Source: an optimization exercise on an open RTL-to-GDS flow (aim: small area). Production flows keep margins and buffers that such runs may drop. The RTL was checked by simulation tests, not by an equivalence proof against the original design. Power figures rest on the tool's default switching activity, not on a simulated workload. No driver is modelled on the clock port, so clocking that relies on it looks cheaper here than on a real chip.

job 5844:
==> flow/design.v (excerpt) <==
module cjg_hw_stack #(
  parameter int unsigned WIDTH = 32,
  parameter int unsigned DEPTH = 32,
  parameter int unsigned ADDRW = 5
) (
  input  logic             clk,
  input  logic             reset,
  input  logic [WIDTH-1:0] d,
  input  logic             push,
  input  logic             pop,
  input  logic             clear,
  input  logic             err_clr,
  output logic [WIDTH-1:0] q,
  output logic [ADDRW:0]   sp,
  output logic             empty,
  output logic             full,
  output logic             overflow,
  output logic             underflow,
  input  logic             scan_in0,
  input  logic             scan_en,
  input  logic             test_mode,
  output logic             scan_out0
);
clock: 6.0 ns
lec_check: 0
cap_margin: 20
core_margin: 2
core_utilization: 40
slew_margin: 20
synth_hierarchical: 1
standard.sh (not shown) runs the stock make flow with config.mk's settings and CLKGATE_MAP_FILE= SYNTH_SCRIPT=/design/flow/synth_recipe.tcl, a recipe that flattens the netlist after the stock synthesis.
==> flow/flow/run.sh <==
#!/bin/bash
# The standard ORFS layout (standard.sh, standard synthesis unchanged) with
# these placement/CTS options changed:
#  - buffer_ports inserts sky130_fd_sc_hd__buf_1 on every input and output port
#    instead of the delay buffer (clkdlybuf4s50_1) it picks by default;
#  - before global placement, flow/upsz.tcl gives the high-fanout select-line
#    drivers their 4x-drive variant;
#  - CTS clusters up to 30 sinks within 100 um per clkbuf_16 leaf buffer, may
#    use smaller clock buffers above the leaves, and inserts no dummy loads.
# The full make output goes to standard.log; each ORFS step keeps its own log
# under orfs/logs/.
set -euo pipefail
bash standard.sh \
  "BUFFER_PORTS_ARGS=-buffer_cell sky130_fd_sc_hd__buf_1" \
  "PRE_GLOBAL_PLACE_TCL=$PWD/flow/upsz.tcl" \
  "CTS_ARGS=-sink_clustering_enable -repair_clock_nets -dont_use_dummy_load -sink_clustering_size 30 -sink_clustering_max_diameter 100 -buf_list {sky130_fd_sc_hd__clkbuf_4 sky130_fd_sc_hd__clkbuf_8 sky130_fd_sc_hd__clkbuf_16} -sink_clustering_buffer sky130_fd_sc_hd__clkbuf_16 -root_buf sky130_fd_sc_hd__clkbuf_8" \
  finish > standard.log 2>&1
==> flow/flow/upsz.tcl <==
# PRE_GLOBAL_PLACE hook: give each logic gate that drives 16 or more loads (the
# row and column select lines) its 4x-drive variant before placement, so
# repair_design does not have to split these nets with buffers.
set db [ord::get_db]
set nup 0
foreach net [[ord::get_db_block] getNets] {
  if {[$net getSigType] ne "SIGNAL"} continue
  set drv ""
  set nl 0
  foreach it [$net getITerms] {
    if {[$it isOutputSignal]} { set drv $it } else { incr nl }
  }
  if {$drv eq "" || $nl < 16} continue
  set inst [$drv getInst]
  set m [[$inst getMaster] getName]
  if {![regexp {^(sky130_fd_sc_hd__[a-z0-9]+)_([0-9]+)$} $m -> base sz]} continue
  if {[string match "*df*" $base] || $sz >= 4} continue
  set nm [$db findMaster "${base}_4"]
  if {$nm eq "NULL"} continue
  $inst swapMaster $nm
  incr nup
}
puts "upsz: resized $nup drivers"
### job 5844 -> job 3364
Settings: an added CTS_CLUSTER_DIAMETER of 100; an added CTS_CLUSTER_SIZE of 30.
==> flow/run.sh (new file) <==
#!/bin/bash
# synth_recipe.tcl (not shown) runs the flow's synth.tcl, then flattens the netlist and writes it again
# the make line also repeats each setting of config.mk as NAME=value (left out here)
make -C /OpenROAD-flow-scripts/flow DESIGN_CONFIG=/design/flow/config.mk WORK_HOME=/design/flow/orfs CLKGATE_MAP_FILE= SYNTH_SCRIPT=/design/flow/synth_recipe.tcl finish
removed: flow/flow/run.sh
removed: flow/flow/upsz.tcl
removed: flow/standard.sh
Notes after the runs:
Combinational share of power (lower): job 5844
Standby leakage power of job 3364 exceeds that of job 5844 by a few percent.
Latest clock arrival within the worst-skew pair on job 3364 is down relative to job 5844.
Via count: job 3364 > job 5844
Changes observed in job 3364 relative to job 5844: post-route non-filler standard cell count rose 65, final setup slack of the worst path fell 510 ps.
Status: area of the mapped netlist parity (job 5844, job 3364)
diff inputs: job 3364 => job 3985
Settings: removing CTS_CLUSTER_SIZE (formerly 30); removing CTS_CLUSTER_DIAMETER (formerly 100).
==> flow/flow/run.sh (new file) <==
#!/bin/bash
# The standard ORFS layout (standard.sh, standard synthesis unchanged) with
# these placement/CTS options changed:
#  - buffer_ports inserts sky130_fd_sc_hd__buf_2 on every input and output port
#    instead of the delay buffer (clkdlybuf4s50_1) it picks by default;
#  - before global placement, flow/upsz.tcl gives the high-fanout select-line
#    drivers their 4x-drive variant;
#  - CTS clusters up to 30 sinks within 100 um per leaf buffer and inserts no
#    dummy loads.
# The full make output goes to standard.log; each ORFS step keeps its own log
# under orfs/logs/.
set -euo pipefail
bash standard.sh \
  "BUFFER_PORTS_ARGS=-buffer_cell sky130_fd_sc_hd__buf_2" \
  "PRE_GLOBAL_PLACE_TCL=$PWD/flow/upsz.tcl" \
  "CTS_ARGS=-sink_clustering_enable -repair_clock_nets -dont_use_dummy_load -sink_clustering_size 30 -sink_clustering_max_diameter 100" \
  finish > standard.log 2>&1
==> flow/flow/upsz.tcl (new file) <==
# PRE_GLOBAL_PLACE hook: give each logic gate that drives 16 or more loads (the
# row and column select lines) its 4x-drive variant before placement, so
# repair_design does not have to split these nets with buffers.
set db [ord::get_db]
set nup 0
foreach net [[ord::get_db_block] getNets] {
  if {[$net getSigType] ne "SIGNAL"} continue
  set drv ""
  set nl 0
  foreach it [$net getITerms] {
    if {[$it isOutputSignal]} { set drv $it } else { incr nl }
  }
  if {$drv eq "" || $nl < 16} continue
  set inst [$drv getInst]
  set m [[$inst getMaster] getName]
  if {![regexp {^(sky130_fd_sc_hd__[a-z0-9]+)_([0-9]+)$} $m -> base sz]} continue
  if {[string match "*df*" $base] || $sz >= 4} continue
  set nm [$db findMaster "${base}_4"]
  if {$nm eq "NULL"} continue
  $inst swapMaster $nm
  incr nup
}
puts "upsz: resized $nup drivers"
==> flow/standard.sh (new file) <==
#!/bin/bash
# synth_recipe.tcl (not shown) runs the flow's synth.tcl, then flattens the netlist and writes it again
# the make line also repeats each setting of config.mk as NAME=value (left out here)
make -C /OpenROAD-flow-scripts/flow DESIGN_CONFIG=/design/flow/config.mk WORK_HOME=/design/flow/orfs CLKGATE_MAP_FILE= SYNTH_SCRIPT=/design/flow/synth_recipe.tcl "${@:-finish}"
removed: flow/run.sh
- Job 3985 vs. job 3364: global-route wire length before repair lower, combinational power now sits lower, count of inserted antenna diode cells moved up, number of fill cells in the layout grew by 73, maximum ir drop on the vdd rail fell by 0.000047 V.
- Going from job 3364 to job 3985, power has decreased; power density over the cells picked up an extra 0.46%; number of global-route vias before repair saw a decrease.
- Job 3985 vs job 3364 — ratio of final minimum period to clock period dropped 12 points.

-- afterwards: timing with drivers on the ports --
In the flow no input, the clock included, has a driving cell. The finished layouts below were timed again as built, in two steps. Step 1, drivers: a clkbuf_16 drives clk and a buf_2 each remaining input, both assumed. Step 2 moves the port delays by t, midway between the first and last clock arrival at a register: inputs arrive t later, outputs are due t later. That takes back most of the time a late clock gives input paths. Slacks: ideal / step 1 / step 2; pairs: ideal / step 1.
run | t (ns) | setup WS [ns] | worst setup path at the end
job 5844 | 0.771 | 1.112 / 1.046 / 1.817 | register to output
job 3364 | 0.682 | 0.598 / 0.531 / 1.213 | register to output
job 3985 | 0.663 | 1.345 / 1.276 / 1.940 | register to output
After both steps setup and hold are still met in every run listed.
